Background: an optimization exercise with open tools, aiming at small area, a short achievable clock period and few clock cycles per item. Do not read the settings as production practice.
At most, simulation tests tie the RTL to the original design; equivalence was not proved.
Power figures rest on the tool's default switching activity, not on a simulated workload.

==> flow/design.v <==
module mem_responder (
  input  logic       clk,
  input  logic       rst,
  input  logic       f_req,
  input  logic [7:0] f_addr,
  output logic       f_ack,
  output logic [7:0] f_rdata,
  input  logic       d_req,
  input  logic       d_we,
  input  logic [7:0] d_addr,
  input  logic [7:0] d_wdata,
  output logic       d_ack,
  output logic [7:0] d_rdata,
  output logic       busy
);
  logic [255:0][7:0] mem_q;
  logic [255:0][7:0] mem_d;
  logic       f_ack_q, d_ack_q, busy_q;
  logic [7:0][3:0] f_part, d_part, f_part_q, d_part_q;
  assign f_ack   = f_ack_q;
  assign d_ack   = d_ack_q;
  assign busy    = busy_q;
  for (genvar b = 0; b < 8; b++) begin : g_out
    mr_or4 u_fo (.s(f_part_q[b]), .y(f_rdata[b]));
    mr_or4 u_do (.s(d_part_q[b]), .y(d_rdata[b]));
  end
  always_ff @(posedge clk) begin
    f_ack_q <= f_req && !rst;
    d_ack_q <= d_req && !rst;
    busy_q  <= (f_req || d_req) && !rst;
  end
  logic        wen;
  logic [15:0] w_lo, w_hi, w_lo_n, w_hi_n;
  logic [255:0] row_we, row_hold;
  assign wen    = d_req && d_we && !rst;
  assign w_lo   = 16'(1) << d_addr[3:0];
  assign w_hi   = wen ? (16'(1) << d_addr[7:4]) : 16'h0000;
  assign w_lo_n = ~w_lo;
  assign w_hi_n = ~w_hi;
  for (genvar r = 0; r < 256; r++) begin : g_row
    mr_rowdec u_dec (.lo(w_lo[r % 16]), .hi(w_hi[r / 16]),
                     .lo_n(w_lo_n[r % 16]), .hi_n(w_hi_n[r / 16]),
                     .we(row_we[r]), .hold(row_hold[r]));
    for (genvar b = 0; b < 8; b++) begin : g_bit
      mr_bitnext u_nx (.q(mem_q[r][b]), .hold(row_hold[r]),
                       .wd(d_wdata[b]), .we(row_we[r]), .d(mem_d[r][b]));
    end
  end
  always_ff @(posedge clk) begin
    for (int r = 0; r < 256; r++) mem_q[r] <= mem_d[r];
  end
  mr_rdport u_frd (.addr(f_addr), .mem(mem_q), .part(f_part));
  mr_rdport u_drd (.addr(d_addr), .mem(mem_q), .part(d_part));
  always_ff @(posedge clk) begin
    f_part_q <= f_part;
    d_part_q <= d_part;
  end
endmodule
module mr_rowdec (
  input  logic lo,
  input  logic hi,
  input  logic lo_n,
  input  logic hi_n,
  output logic we,
  output logic hold
);
  assign we   = ~(lo_n | hi_n);
  assign hold = ~(lo & hi);
endmodule
module mr_bitnext (
  input  logic q,
  input  logic hold,
  input  logic wd,
  input  logic we,
  output logic d
);
  assign d = (q & hold) | (wd & we);
endmodule
module mr_rdport (
  input  logic [7:0] addr,
  input  logic [255:0][7:0] mem,
  output logic [7:0][3:0] part
);
  logic [15:0] lo, hi;
  assign lo = 16'(1) << addr[3:0];
  assign hi = 16'(1) << addr[7:4];
  for (genvar b = 0; b < 8; b++) begin : g_bit
    logic [15:0] g_n;
    for (genvar h = 0; h < 16; h++) begin : g_grp
      logic [15:0] m;
      logic [1:0]  p;
      for (genvar w = 0; w < 16; w++) begin : g_w
        assign m[w] = mem[h*16 + w][b];
      end
      mr_sel8 u_p0 (.m(m[7:0]),  .s(lo[7:0]),  .y(p[0]));
      mr_sel8 u_p1 (.m(m[15:8]), .s(lo[15:8]), .y(p[1]));
      mr_oai21 u_g (.a1(p[0]), .a2(p[1]), .b1(hi[h]), .y(g_n[h]));
    end
    for (genvar j = 0; j < 4; j++) begin : g_sum
      mr_nand4 u_s (.a(g_n[4*j]), .b(g_n[4*j + 1]), .c(g_n[4*j + 2]),
                    .d(g_n[4*j + 3]), .y(part[b][j]));
    end
  end
endmodule
module mr_sel8 (
  input  logic [7:0] m,
  input  logic [7:0] s,
  output logic       y
);
  logic [3:0] t_n;
  for (genvar k = 0; k < 4; k++) begin : g_pair
    assign t_n[k] = ~((m[2*k] & s[2*k]) | (m[2*k + 1] & s[2*k + 1]));
  end
  assign y = ~&t_n;
endmodule
module mr_nand4 (
  input  logic a, b, c, d,
  output logic y
);
  assign y = ~(a & b & c & d);
endmodule
module mr_oai21 (
  input  logic a1, a2, b1,
  output logic y
);
  assign y = ~((a1 | a2) & b1);
endmodule
module mr_or4 (
  input  logic [3:0] s,
  output logic       y
);
  logic [1:0] n;
  mr_nor2  u_n0 (.a(s[0]), .b(s[1]), .y(n[0]));
  mr_nor2  u_n1 (.a(s[2]), .b(s[3]), .y(n[1]));
  mr_nand2 u_o  (.a(n[0]), .b(n[1]), .y(y));
endmodule
module mr_nor2 (
  input  logic a, b,
  output logic y
);
  assign y = ~(a | b);
endmodule
module mr_nand2 (
  input  logic a, b,
  output logic y
);
  assign y = ~(a & b);
endmodule
make LEC_CHECK=0 CAP_MARGIN=20 CORE_MARGIN=2 CORE_UTILIZATION=35 CTS_CLUSTER_DIAMETER=80 CTS_CLUSTER_SIZE=25 SETUP_SLACK_MARGIN=2.4 SLEW_MARGIN=20 SYNTH_HIERARCHICAL=1 SYNTH_MINIMUM_KEEP_SIZE=0 finish   # period 5.0 ns
run.sh (not shown) runs the stock make flow with config.mk's settings and CLKGATE_MAP_FILE= SYNTH_SCRIPT=/design/flow/synth_recipe.tcl, a recipe that flattens the netlist after the stock synthesis.
Testbench counts at the start, summed over its fixed seeds: cycles 3,200, items 6,400.
==> next run, changes <==
Settings changed: CORE_UTILIZATION 35 to 55.
The changed run produced a clean layout.
Total power goes down by 2.4%.
Final cell count goes down by 10%.
Routed wire length goes down by 5.2%.
Worst setup slack improved by 0.013 ns.
Clock power goes down by about 6%.
Area after synthesis stays the same.
Die area goes down by 36%.
Hold slack hardly moves.
Design area goes down by 2.0%.
Clock skew goes down by 0.0035 ns.
Via count is about the same.
==> next run, changes <==
Settings changed: CORE_UTILIZATION 55 to 40, TNS_END_PERCENT set to 5.
After rerunning: The new run produced a clean layout; wire length went up by 1.1%; setup slack loses 0.090 ns; utilization went down by 18 points; clock skew went down by 0.0068 ns.
==> next run, changes <==
Settings changed: TNS_END_PERCENT 5 to not set.
=> Non-clock buffer count went up by 6; total power stays flat; utilization went up by 0.23 points; via count stays flat; critical path depth is unchanged; worst hold slack hardly moves; clock-buffer cell count stays the same.
==> next run, changes <==
Settings changed: CORE_UTILIZATION 40 to 55, CTS_CLUSTER_DIAMETER 80 to 60, CTS_CLUSTER_SIZE 25 to 20, SETUP_SLACK_MARGIN 2.4 to 2.6.
=> The new run finished with timing, DRC and antenna clean. Sequential power hardly moves. Routed wire length stays flat. Register-to-register slack gets better by 0.05 ns. Die area goes down by a quarter to a third. Setup slack gets better by 0.13 ns. Final cell count goes down by a few percent.
==> next run, changes <==
Settings changed: CORE_UTILIZATION 55 to 40, CTS_CLUSTER_DIAMETER 60 to 80, CTS_CLUSTER_SIZE 20 to 25, PLACE_DENSITY set to 0.75, SETUP_SLACK_MARGIN 2.6 to 2.4.
The new run finished with timing, DRC and antenna clean.
Total power fell by a few percent.
Worst setup slack gets worse by 0.36 ns.
Final cell count rose by a little under a tenth.
Fmax fell by roughly a tenth.
Via count rose slightly.
Combinational power barely changes.
Cell area fell slightly.
Worst hold slack stays flat.
Clock-buffer cell count fell by 54.

## alpha
// mem_responder: RTL as listed in full above, without the edits since
clock: 5.0 ns
lec_check: 0
cap_margin: 20
core_margin: 2
core_utilization: 40
cts_cluster_diameter: 80
cts_cluster_size: 25
setup_slack_margin: 2.8
slew_margin: 20
synth_hierarchical: 1
synth_minimum_keep_size: 0
The final layout from alpha, which completed every stage, passed the timing, DRC and antenna checks at the end of the flow.
Testbench counts of alpha, summed over its fixed seeds: cycles 3,200, items 6,400.
Setup changes, alpha to beta
# alpha
export LEC_CHECK = 0
export CAP_MARGIN = 20
export CORE_MARGIN = 2
export CORE_UTILIZATION = 40
export CTS_CLUSTER_DIAMETER = 80
export CTS_CLUSTER_SIZE = 25
export SETUP_SLACK_MARGIN = 2.8
export SLEW_MARGIN = 20
export SYNTH_HIERARCHICAL = 1
export SYNTH_MINIMUM_KEEP_SIZE = 0
create_clock -name core_clock -period 5.0 [get_ports {clk}]
# beta
export LEC_CHECK = 0
export CAP_MARGIN = 20
export CORE_MARGIN = 2
export CORE_UTILIZATION = 40
export CTS_CLUSTER_DIAMETER = 90
export CTS_CLUSTER_SIZE = 30
export SETUP_SLACK_MARGIN = 2.4
export SLEW_MARGIN = 20
export SYNTH_HIERARCHICAL = 1
export SYNTH_MINIMUM_KEEP_SIZE = 0
create_clock -name core_clock -period 5.0 [get_ports {clk}]
- Power: beta draws less than alpha
- Relative to alpha, power spent charging and discharging nets has decreased by 2.2% in beta.
- Summary — global-route usage, beta relative to alpha: lower, by 0.80 points.
- beta vs. alpha: wire length of the first global-routing pass went down about 1.9%; via count went down by 2.1%; routed wire length on met3 moved down.

RTL: the design.v shown in full above, as it stands there.
Settings: LEC_CHECK=0, CAP_MARGIN=20, CORE_MARGIN=2, CORE_UTILIZATION=40, CTS_CLUSTER_DIAMETER=50, CTS_CLUSTER_SIZE=30, SETUP_SLACK_MARGIN=2.4, SLEW_MARGIN=20, SYNTH_HIERARCHICAL=1, SYNTH_MINIMUM_KEEP_SIZE=0, TNS_END_PERCENT=5; clock period 5.0 ns.
Testbench counts at the start, summed over its fixed seeds: cycles 3,200, items 6,400.
Rerun with:
--- a/flow/config.mk
+++ b/flow/config.mk
@@ -10,5 +10,5 @@
 export CORE_UTILIZATION = 40
-export CTS_CLUSTER_DIAMETER = 50
-export CTS_CLUSTER_SIZE = 30
-export SETUP_SLACK_MARGIN = 2.4
+export CTS_CLUSTER_DIAMETER = 70
+export CTS_CLUSTER_SIZE = 28
+export SETUP_SLACK_MARGIN = 2.1
 export SLEW_MARGIN = 20
@@ -16,2 +16 @@
 export SYNTH_MINIMUM_KEEP_SIZE = 0
-export TNS_END_PERCENT = 5
=> Synthesized cell count is unchanged; area after synthesis stays the same; combinational power barely changes; clock skew rises by 0.031 ns.

== v54 ==
Another version of the RTL of mem_responder (not shown whole).
Size in the first run: ~7800 cells after synthesis, ~2100 flip-flops, ~48 I/O pins, about 83000 sq um of cells after synthesis.
## mem_responder
module mem_responder (
  input  logic       clk,
  input  logic       rst,
  input  logic       f_req,
  input  logic [7:0] f_addr,
  output logic       f_ack,
  output logic [7:0] f_rdata,
  input  logic       d_req,
  input  logic       d_we,
  input  logic [7:0] d_addr,
  input  logic [7:0] d_wdata,
  output logic       d_ack,
  output logic [7:0] d_rdata,
  output logic       busy
);
make LEC_CHECK=0 CAP_MARGIN=20 CORE_MARGIN=2 CORE_UTILIZATION=50 CTS_CLUSTER_DIAMETER=80 CTS_CLUSTER_SIZE=25 SETUP_SLACK_MARGIN=2.5 SLEW_MARGIN=20 SYNTH_HIERARCHICAL=1 SYNTH_MINIMUM_KEEP_SIZE=0 finish   # period 5.0 ns
--- input diff v54..v43 ---
Settings: CORE_UTILIZATION now 40, was 50; SETUP_SLACK_MARGIN now 2.4, was 2.5.
==> comparison <==
- v43 ends up with lower combinational share of power than v54 does.
- Compared with v54, v43 shows number of non-clock buffers lower by about 3%.
- The inverter count of v54 and that of v43 are within noise of each other.
- When the final numbers for v43 and v54 were put side by side, the register-to-register slack turned out to be greater in v43.
- In the reports for v43 and v54, the smaller first-pass GRT wire length belongs to v54.
- Sort v43 and v54 by fraction of final layout cells sized beyond drive strength 1 desc -> top: v54
- Status: number of nets in the layout parity (v43, v54)
- On switching part of the total power, v43 tracks v54 almost exactly.
- Fraction of power consumed by the clock network, v43 and v54: lower on v54
[inputs] v19 vs v43
Settings: a change of SETUP_SLACK_MARGIN from 2.4 to 2.7.
v43 → v19: wire length the detailed router placed on met1 shows an increase of 3.6%; clock latency of the later-clocked register in the worst-skew pair shows no meaningful change; net switching power figure shows an increase of 300 uW.
Post-cts resize count: lower on v43
For clock-buffer cell count, dividing the value from v19 by the value from v43 gives 0.897.
Cmp v19 and v43 / area of combinational cells with multiple inputs / higher: v19
In v19 relative to v43, non-clock buffer count had gone up by more than a quarter.
Between v43 and v19, the total power figures differ only marginally.
Looking at overall track demand over capacity in global routing, v19 sits 1.4 points higher than v43 does.
From v43 to v19 the numbers moved as follows: wire length of the first global-routing pass picked up an extra 18 mm; switching part of the total power picked up an extra 0.89 points.
No functional check of the RTL was part of any run of this note.

## rev 12
Another version of the RTL of mem_responder (not shown whole).
Size: ~7,700 cells after synthesis, roughly 2,100 flip-flops, ~48 I/O pins, about 83,000 um^2 of cells after synthesis.
Settings: LEC_CHECK=0, CAP_MARGIN=20, CORE_MARGIN=2, CORE_UTILIZATION=40, SLEW_MARGIN=20, SYNTH_HIERARCHICAL=1, SYNTH_MINIMUM_KEEP_SIZE=0; clock period 5.0 ns.
In summary, rev 12 completed successfully, with a layout that passed the timing, DRC and antenna checks.
Input-level comparison between rev 13 and rev 12:
- putting SETUP_SLACK_MARGIN at 2.6 where nothing was set
Findings:
Post-route minimum period delta for rev 13 relative to rev 12: 710 ps lower. Compare rev 12 and rev 13 | count of clock-buffer cells in the layout higher: rev 13. Rev 13: wire length per cell after detailed routing about 9% above rev 12. Lower post-synthesis to final-layout area growth was reported by rev 12, not rev 13. When rev 13 is set beside rev 12, its total number of cells along the worst setup path turns out to be 2 larger. Per the comparison of rev 13 with rev 12, global-route wire length before repair rose about 8%; part of the cycle the worst path needs went down 14 points; instance area after placement up 0.60%. Routed wire in rev 13 totals more than in rev 12.
No run of this note included a check of the RTL's function; only the layout flow was run.

==> port drivers added, routing unchanged <==
Ports are ideal in the flow. The routed layouts listed here were re-timed in OpenROAD. Step 1 assumes that a clkbuf_16 drives the clock port and a buf_2 every other input. Step 2 times the ports against the registers' clock, not the clock port: input delays grow and output delays shrink by t, the midpoint of the rising clock arrivals with the driver on. a / b / c = ideal / step 1 / step 2; a / b = the first two.
| run | t (ns) | setup slack, ns | worst hold slack (ns) | latest minus earliest clock arrival (ns) | cell pins on the clock port's net |
|---|---|---|---|---|---|
| the first run of note 1 | 0.921 | 2.181 / 2.087 / 1.352 | 0.517 / 0.517 / 0.517 | 0.054 / 0.055 | 1 |
| the second run of note 1 | 0.873 | 2.194 / 2.067 / 1.194 | 0.515 / 0.515 / 0.515 | 0.039 / 0.039 | 1 |
| the third run of note 1 | 0.905 | 2.104 / 2.016 / 1.159 | 0.466 / 0.428 / 0.512 | 0.049 / 0.049 | 1 |
| the fourth run of note 1 | 0.925 | 2.124 / 2.020 / 1.306 | 0.465 / 0.411 / 0.513 | 0.052 / 0.052 | 1 |
| the fifth run of note 1 | 0.901 | 2.253 / 2.160 / 1.403 | 0.513 / 0.513 / 0.513 | 0.040 / 0.041 | 1 |
| the sixth run of note 1 | 0.927 | 1.893 / 1.788 / 1.160 | 0.515 / 0.515 / 0.515 | 0.061 / 0.060 | 1 |
| alpha | 0.929 | 2.100 / 1.998 / 1.631 | 0.465 / 0.413 / 0.512 | 0.059 / 0.059 | 1 |
| beta | 0.899 | 2.156 / 2.071 / 1.263 | 0.477 / 0.443 / 0.519 | 0.052 / 0.053 | 1 |
| the first run of note 3 | 0.988 | 2.132 / 2.027 / 1.104 | 0.414 / 0.361 / 0.509 | 0.043 / 0.043 | 1 |
| the second run of note 3 | 0.932 | 1.959 / 1.914 / 0.982 | 0.447 / 0.395 / 0.513 | 0.075 / 0.075 | 1 |
| v54 | 0.920 | 2.088 / 1.954 / 1.034 | 0.517 / 0.517 / 0.517 | 0.044 / 0.043 | 1 |
| v43 | 0.940 | 2.117 / 2.021 / 1.081 | 0.515 / 0.515 / 0.515 | 0.054 / 0.054 | 1 |
| v19 | 0.941 | 2.168 / 2.152 / 1.212 | 0.518 / 0.518 / 0.518 | 0.063 / 0.063 | 1 |
| rev 12 | 0.984 | 1.037 / 1.085 / 0.101 | 0.510 / 0.510 / 0.510 | 0.054 / 0.054 | 1 |
| rev 13 | 0.998 | 1.746 / 1.762 / 0.763 | 0.510 / 0.510 / 0.510 | 0.051 / 0.051 | 1 |
After both steps every run listed still meets setup and hold. The setup slack of v54, which loses most, moves by -0.134 ns with the drivers and by -1.054 ns with both steps.
